What follows belongs to an exercise in optimizing a design on an open flow for small area, a short achievable clock period and few clock cycles per item; a production flow would make more cautious choices. Power and IR drop assume default switching activity.

## card_marking_write_barrier
module card_marking_write_barrier #(
  parameter int unsigned ADDR_BITS  = 48,
  parameter int unsigned COUNT_BITS = 32
) (
  input  logic                              clk_i,
  input  logic                              rst_ni,
  input  logic                              cfg_we_i,
  input  logic [cmwb_pkg::CFG_IDX_W-1:0]    cfg_index_i,
  input  logic [cmwb_pkg::CFG_DATA_W-1:0]   cfg_data_i,
  input  logic                              in_valid_i,
  output logic                              in_stall_o,
  input  cmwb_pkg::in_word_t                in_data_i,
  output logic                              out_valid_o,
  input  logic                              out_stall_i,
  output cmwb_pkg::out_word_t               out_data_o
);
Size: about 2,000 cells after synthesis, roughly 520 flip-flops, about 0.026 mm^2 of cells after synthesis.
==> module cmwb_counters, before the edit <==
module cmwb_counters (
  input  logic        clk_i,
  input  logic        rst_ni,
  input  logic        fire_i,
  input  logic [2:0]  verdict_i,
  input  logic [4:0]  load_i,
  input  logic [31:0] load_data_i,
  output logic [4:0][31:0] cnt_o
);
  logic [31:0] cnt_q [5];
  logic [4:0]  hit;
  always_comb begin
    hit[cmwb_pkg::CNT_CALLS]     = 1'b1;
    hit[cmwb_pkg::CNT_NON_PTR]   = (verdict_i == cmwb_pkg::VERDICT_NOT_PTR);
    hit[cmwb_pkg::CNT_NON_OLD]   = (verdict_i == cmwb_pkg::VERDICT_NOT_OLD);
    hit[cmwb_pkg::CNT_NON_YOUNG] = (verdict_i == cmwb_pkg::VERDICT_NOT_YOUNG);
    hit[cmwb_pkg::CNT_MARKED]    = (verdict_i == cmwb_pkg::VERDICT_MARKED);
  end
  logic [31:0] ones [5];
  logic [7:0]  grp  [5];
  logic [8:0]  carry [5];
  always_comb begin
    for (int i = 0; i < 5; i++) begin
      for (int k = 0; k < 8; k++) grp[i][k] = &cnt_q[i][4*k +: 4];
      carry[i][0] = fire_i && hit[i];
      for (int k = 1; k < 9; k++) carry[i][k] = carry[i][k-1] & grp[i][k-1];
      for (int k = 0; k < 8; k++) begin
        ones[i][4*k] = carry[i][k];
        for (int j = 1; j < 4; j++) ones[i][4*k+j] = ones[i][4*k+j-1] & cnt_q[i][4*k+j-1];
      end
    end
  end
  always_ff @(posedge clk_i or negedge rst_ni) begin
    if (!rst_ni) begin
      for (int i = 0; i < 5; i++) cnt_q[i] <= '0;
    end else begin
      for (int i = 0; i < 5; i++) begin
        cnt_q[i] <= load_i[i] ? load_data_i
                              : cnt_q[i] ^ ones[i];
      end
    end
  end
  always_comb for (int i = 0; i < 5; i++) cnt_o[i] = cnt_q[i];
endmodule
==> module card_marking_write_barrier, before the edit <==
module card_marking_write_barrier #(
  parameter int unsigned ADDR_BITS  = 48,
  parameter int unsigned COUNT_BITS = 32
) (
  input  logic                              clk_i,
  input  logic                              rst_ni,
  input  logic                              cfg_we_i,
  input  logic [cmwb_pkg::CFG_IDX_W-1:0]    cfg_index_i,
  input  logic [cmwb_pkg::CFG_DATA_W-1:0]   cfg_data_i,
  input  logic                              in_valid_i,
  output logic                              in_stall_o,
  input  cmwb_pkg::in_word_t                in_data_i,
  output logic                              out_valid_o,
  input  logic                              out_stall_i,
  output cmwb_pkg::out_word_t               out_data_o
);
  logic        active_q;
  logic [47:0] old_base_q, young_base_q;
  logic [48:0] old_len_q, young_len_q;
  logic        old_len_set_q, young_len_set_q;
  logic [15:0] tag0_q, tag1_q, tag2_q;
  logic [2:0]  tag_set_q;
  logic              a_valid_q;
  cmwb_pkg::tests_t  a_tests_q;
  logic [47:0]       a_holder_q;
  logic        o_valid_q;
  logic        full_q;
  logic [2:0]  o_verdict_q;
  logic [47:0] o_addr_q;
  logic              o_load, a_load;
  cmwb_pkg::tests_t  tests;
  logic [2:0]        verdict;
  logic [4:0]        cnt_load;
  logic [4:0][31:0]  cnt;
  assign o_load     = !o_valid_q || !out_stall_i;
  assign a_load     = !(full_q && out_stall_i);
  assign in_stall_o = full_q && out_stall_i;
  always_ff @(posedge clk_i or negedge rst_ni) begin
    if (!rst_ni) begin
      active_q        <= 1'b0;
      old_base_q      <= '0;
      young_base_q    <= '0;
      old_len_set_q   <= 1'b0;
      young_len_set_q <= 1'b0;
      tag_set_q       <= '0;
    end else if (cfg_we_i) begin
      case (cfg_index_i)
        4'd0: active_q        <= cfg_data_i[0];
        4'd1: old_base_q      <= cfg_data_i[47:0];
        4'd2: old_len_set_q   <= 1'b1;
        4'd3: young_base_q    <= cfg_data_i[47:0];
        4'd4: young_len_set_q <= 1'b1;
        4'd5: tag_set_q[0]    <= 1'b1;
        4'd6: tag_set_q[1]    <= 1'b1;
        4'd7: tag_set_q[2]    <= 1'b1;
        default: ;
      endcase
    end
  end
  always_ff @(posedge clk_i) begin
    if (cfg_we_i) begin
      case (cfg_index_i)
        4'd2: old_len_q   <= cfg_data_i[48:0];
        4'd4: young_len_q <= cfg_data_i[48:0];
        4'd5: tag0_q      <= cfg_data_i[15:0];
        4'd6: tag1_q      <= cfg_data_i[15:0];
        4'd7: tag2_q      <= cfg_data_i[15:0];
        default: ;
      endcase
    end
  end
  always_ff @(posedge clk_i or negedge rst_ni) begin
    if (!rst_ni) begin
      a_valid_q <= 1'b0;
      o_valid_q <= 1'b0;
      full_q    <= 1'b0;
    end else begin
      if (a_load) a_valid_q <= in_valid_i;
      if (o_load) o_valid_q <= a_valid_q;
      full_q <= (a_load ? in_valid_i : a_valid_q) && (o_load ? a_valid_q : o_valid_q);
    end
  end
  always_ff @(posedge clk_i) begin
    if (a_load) begin
      a_tests_q  <= tests;
      a_holder_q <= in_data_i.holder_word[47:0];
    end
    if (o_load) begin
      o_verdict_q <= verdict;
      o_addr_q    <= (verdict == cmwb_pkg::VERDICT_MARKED) ? a_holder_q : '0;
    end
  end
  cmwb_classify_a u_classify_a (
    .holder_i    (in_data_i.holder_word[47:0]),
    .tag_i       (in_data_i.stored_word[63:48]),
    .payload_i   (in_data_i.stored_word[47:0]),
    .old_base_i  (old_base_q),
    .old_len_i   (old_len_q),
    .young_base_i(young_base_q),
    .young_len_i (young_len_q),
    .tag_set_i   (tag_set_q),
    .tag0_i      (tag0_q),
    .tag1_i      (tag1_q),
    .tag2_i      (tag2_q),
    .tests_o     (tests)
  );
  cmwb_classify_b u_classify_b (
    .tests_i        (a_tests_q),
    .active_i       (active_q),
    .old_len_set_i  (old_len_set_q),
    .young_len_set_i(young_len_set_q),
    .verdict_o      (verdict)
  );
  always_comb begin
    for (int i = 0; i < 5; i++) begin
      cnt_load[i] = cfg_we_i && (cfg_index_i == 4'(8 + i));
    end
  end
  cmwb_counters u_counters (
    .clk_i      (clk_i),
    .rst_ni     (rst_ni),
    .fire_i     (a_valid_q && o_load),
    .verdict_i  (verdict),
    .load_i     (cnt_load),
    .load_data_i(cfg_data_i[31:0]),
    .cnt_o      (cnt)
  );
  assign out_valid_o                 = o_valid_q;
  assign out_data_o.mark             = o_verdict_q[2];
  assign out_data_o.mark_address     = o_addr_q;
  assign out_data_o.verdict          = o_verdict_q;
  assign out_data_o.calls_seen       = cnt[cmwb_pkg::CNT_CALLS];
  assign out_data_o.non_pointer_seen = cnt[cmwb_pkg::CNT_NON_PTR];
  assign out_data_o.non_old_seen     = cnt[cmwb_pkg::CNT_NON_OLD];
  assign out_data_o.non_young_seen   = cnt[cmwb_pkg::CNT_NON_YOUNG];
  assign out_data_o.marked_seen      = cnt[cmwb_pkg::CNT_MARKED];
endmodule
==> flow/config.mk <==
export PLATFORM = sky130hd
export DESIGN_NAME = card_marking_write_barrier
export DESIGN_NICKNAME = card_marking_write_barrier
export VERILOG_FILES = /design/flow/design.v
export SDC_FILE = /design/flow/constraint.sdc
export NUM_CORES = 4
export LEC_CHECK = 0
export CAP_MARGIN = 20
export CORE_MARGIN = 2
export CORE_UTILIZATION = 40
export SETUP_SLACK_MARGIN = 4.5
export SLEW_MARGIN = 20
==> flow/constraint.sdc <==
create_clock -name core_clock -period 7.5 [get_ports {clk_i}]
set_input_delay 1.5000 -clock core_clock [delete_from_list [all_inputs] [get_ports {clk_i}]]
set_output_delay 1.5000 -clock core_clock [all_outputs]
set_load 0.01 [all_outputs]
standard.sh (not shown) runs the stock make flow with config.mk's settings and CLKGATE_MAP_FILE= SYNTH_SCRIPT=/design/flow/synth_recipe.tcl, a recipe that flattens the netlist after the stock synthesis.
==> flow/flow/run.sh <==
#!/bin/bash
# The standard layout, with plain buffers on the ports, without the delay
# cells as buffers, and a clock tree of smaller buffers without dummy loads;
# every tool's output goes to standard.log and ORFS's logs
set -uo pipefail
DU="sky130_fd_sc_hd__probe_p_8 sky130_fd_sc_hd__probec_p_8 sky130_fd_sc_hd__lpflow_*"
DU="$DU sky130_fd_sc_hd__clkdlybuf4s* sky130_fd_sc_hd__dlygate* sky130_fd_sc_hd__dlymetal*"
CTS="-sink_clustering_enable -repair_clock_nets -dont_use_dummy_load"
CTS="$CTS -buf_list {sky130_fd_sc_hd__clkbuf_4 sky130_fd_sc_hd__clkbuf_8} -sink_clustering_size 20"
bash standard.sh "DONT_USE_CELLS=$DU" \
  "BUFFER_PORTS_ARGS=-buffer_cell sky130_fd_sc_hd__buf_1" \
  "CTS_ARGS=$CTS" finish > standard.log 2>&1
Next try:
--- a/flow/design.v
+++ b/flow/design.v
@@ -185,12 +185,20 @@
   input  logic        rst_ni,
   input  logic        fire_i,
   input  logic [2:0]  verdict_i,
+  input  logic        cfg_we_i,
   input  logic [4:0]  load_i,
   input  logic [31:0] load_data_i,
   output logic [4:0][31:0] cnt_o
 );
   logic [31:0] cnt_q [5];
+  logic [4:0]  zero_q;
   logic [4:0]  hit;
+  logic [4:0]  en;
+  logic [31:0] data;
+  logic [31:0] ones [5];
+  logic [7:0]  grp  [5];
+  logic [8:0]  carry [5];
+  logic [31:0] next [5];
   always_comb begin
     hit[cmwb_pkg::CNT_CALLS]     = 1'b1;
     hit[cmwb_pkg::CNT_NON_PTR]   = (verdict_i == cmwb_pkg::VERDICT_NOT_PTR);
@@ -198,30 +206,35 @@
     hit[cmwb_pkg::CNT_NON_YOUNG] = (verdict_i == cmwb_pkg::VERDICT_NOT_YOUNG);
     hit[cmwb_pkg::CNT_MARKED]    = (verdict_i == cmwb_pkg::VERDICT_MARKED);
   end
-  logic [31:0] ones [5];
-  logic [7:0]  grp  [5];
-  logic [8:0]  carry [5];
+  assign data = cfg_we_i ? load_data_i : '0;
   always_comb begin
     for (int i = 0; i < 5; i++) begin
       for (int k = 0; k < 8; k++) grp[i][k] = &cnt_q[i][4*k +: 4];
-      carry[i][0] = fire_i && hit[i];
+      carry[i][0] = 1'b1;
       for (int k = 1; k < 9; k++) carry[i][k] = carry[i][k-1] & grp[i][k-1];
       for (int k = 0; k < 8; k++) begin
         ones[i][4*k] = carry[i][k];
         for (int j = 1; j < 4; j++) ones[i][4*k+j] = ones[i][4*k+j-1] & cnt_q[i][4*k+j-1];
       end
+      en[i] = load_i[i] || (fire_i && (hit[i] || zero_q[i]));
+      if (load_i[i] || zero_q[i]) next[i] = {data[31:1], load_i[i] ? data[0] : hit[i]};
+      else                        next[i] = cnt_q[i] ^ ones[i];
     end
   end
   always_ff @(posedge clk_i or negedge rst_ni) begin
     if (!rst_ni) begin
-      for (int i = 0; i < 5; i++) cnt_q[i] <= '0;
+      zero_q <= '1;
     end else begin
       for (int i = 0; i < 5; i++) begin
-        cnt_q[i] <= load_i[i] ? load_data_i
-                              : cnt_q[i] ^ ones[i];
+        if (load_i[i] || fire_i) zero_q[i] <= 1'b0;
       end
     end
   end
+  always_ff @(posedge clk_i) begin
+    for (int i = 0; i < 5; i++) begin
+      if (en[i]) cnt_q[i] <= next[i];
+    end
+  end
   always_comb for (int i = 0; i < 5; i++) cnt_o[i] = cnt_q[i];
 endmodule
 `default_nettype wire
@@ -252,17 +265,17 @@
   cmwb_pkg::tests_t  a_tests_q;
   logic [47:0]       a_holder_q;
   logic        o_valid_q;
-  logic        full_q;
   logic [2:0]  o_verdict_q;
   logic [47:0] o_addr_q;
-  logic              o_load, a_load;
+  logic              o_load, a_load, accept;
   cmwb_pkg::tests_t  tests;
   logic [2:0]        verdict;
   logic [4:0]        cnt_load;
   logic [4:0][31:0]  cnt;
   assign o_load     = !o_valid_q || !out_stall_i;
-  assign a_load     = !(full_q && out_stall_i);
-  assign in_stall_o = full_q && out_stall_i;
+  assign a_load     = !a_valid_q || o_load;
+  assign in_stall_o = out_stall_i;
+  assign accept     = in_valid_i && !out_stall_i;
   always_ff @(posedge clk_i or negedge rst_ni) begin
     if (!rst_ni) begin
       active_q        <= 1'b0;
@@ -301,11 +314,9 @@
     if (!rst_ni) begin
       a_valid_q <= 1'b0;
       o_valid_q <= 1'b0;
-      full_q    <= 1'b0;
     end else begin
-      if (a_load) a_valid_q <= in_valid_i;
+      if (a_load) a_valid_q <= accept;
       if (o_load) o_valid_q <= a_valid_q;
-      full_q <= (a_load ? in_valid_i : a_valid_q) && (o_load ? a_valid_q : o_valid_q);
     end
   end
   always_ff @(posedge clk_i) begin
@@ -348,6 +359,7 @@
     .clk_i      (clk_i),
     .rst_ni     (rst_ni),
     .fire_i     (a_valid_q && o_load),
+    .cfg_we_i   (cfg_we_i),
     .verdict_i  (verdict),
     .load_i     (cnt_load),
     .load_data_i(cfg_data_i[31:0]),
Wire length increases by 5.0%. Synthesized area increases by about 0.7%. Utilization decreases by 1.6 points. Combinational power decreases by 36%. Count of clock-buffer cells in the layout increases by 4. Cell area decreases by 3.2%. Worst hold slack loses 0.0033 ns. Clock skew decreases by 0.036 ns. Power decreases by 12%. Synthesized cell count increases by 4.2%. Via count increases by about 4.6%. Global-route usage increases by 0.76 points.
No functional check of the RTL was part of any run of this note.

-- what the ideal ports hide --
The flow's constraints put no driver on any port. The routed layouts listed below were extracted and timed again, unchanged, in two steps. Step 1 assumes that a clkbuf_16 drives the clock port and a buf_2 every other input. Step 2, shift: input delay + t, output delay - t, t = (earliest + latest rising clock arrival at the registers) / 2. This alone moves slack from input paths to output paths. Slacks: no drivers / after step 1 / after step 2; pairs: no drivers / after step 1.
run	t (ns)	slack for setup (ns)	hold WS [ns]	latest minus earliest clock arrival (ns)	cell pins on the clock port's net
the first run	0.704	4.008 / 3.974 / 3.319	0.472 / 0.472 / 0.472	0.082 / 0.082	1
the second run	0.710	4.118 / 4.142 / 3.432	0.469 / 0.469 / 0.469	0.057 / 0.057	1
After both steps setup and hold are still met in every run listed. The setup slack of the first run, which loses most, moves by -0.034 ns with the drivers and by -0.689 ns with both steps.
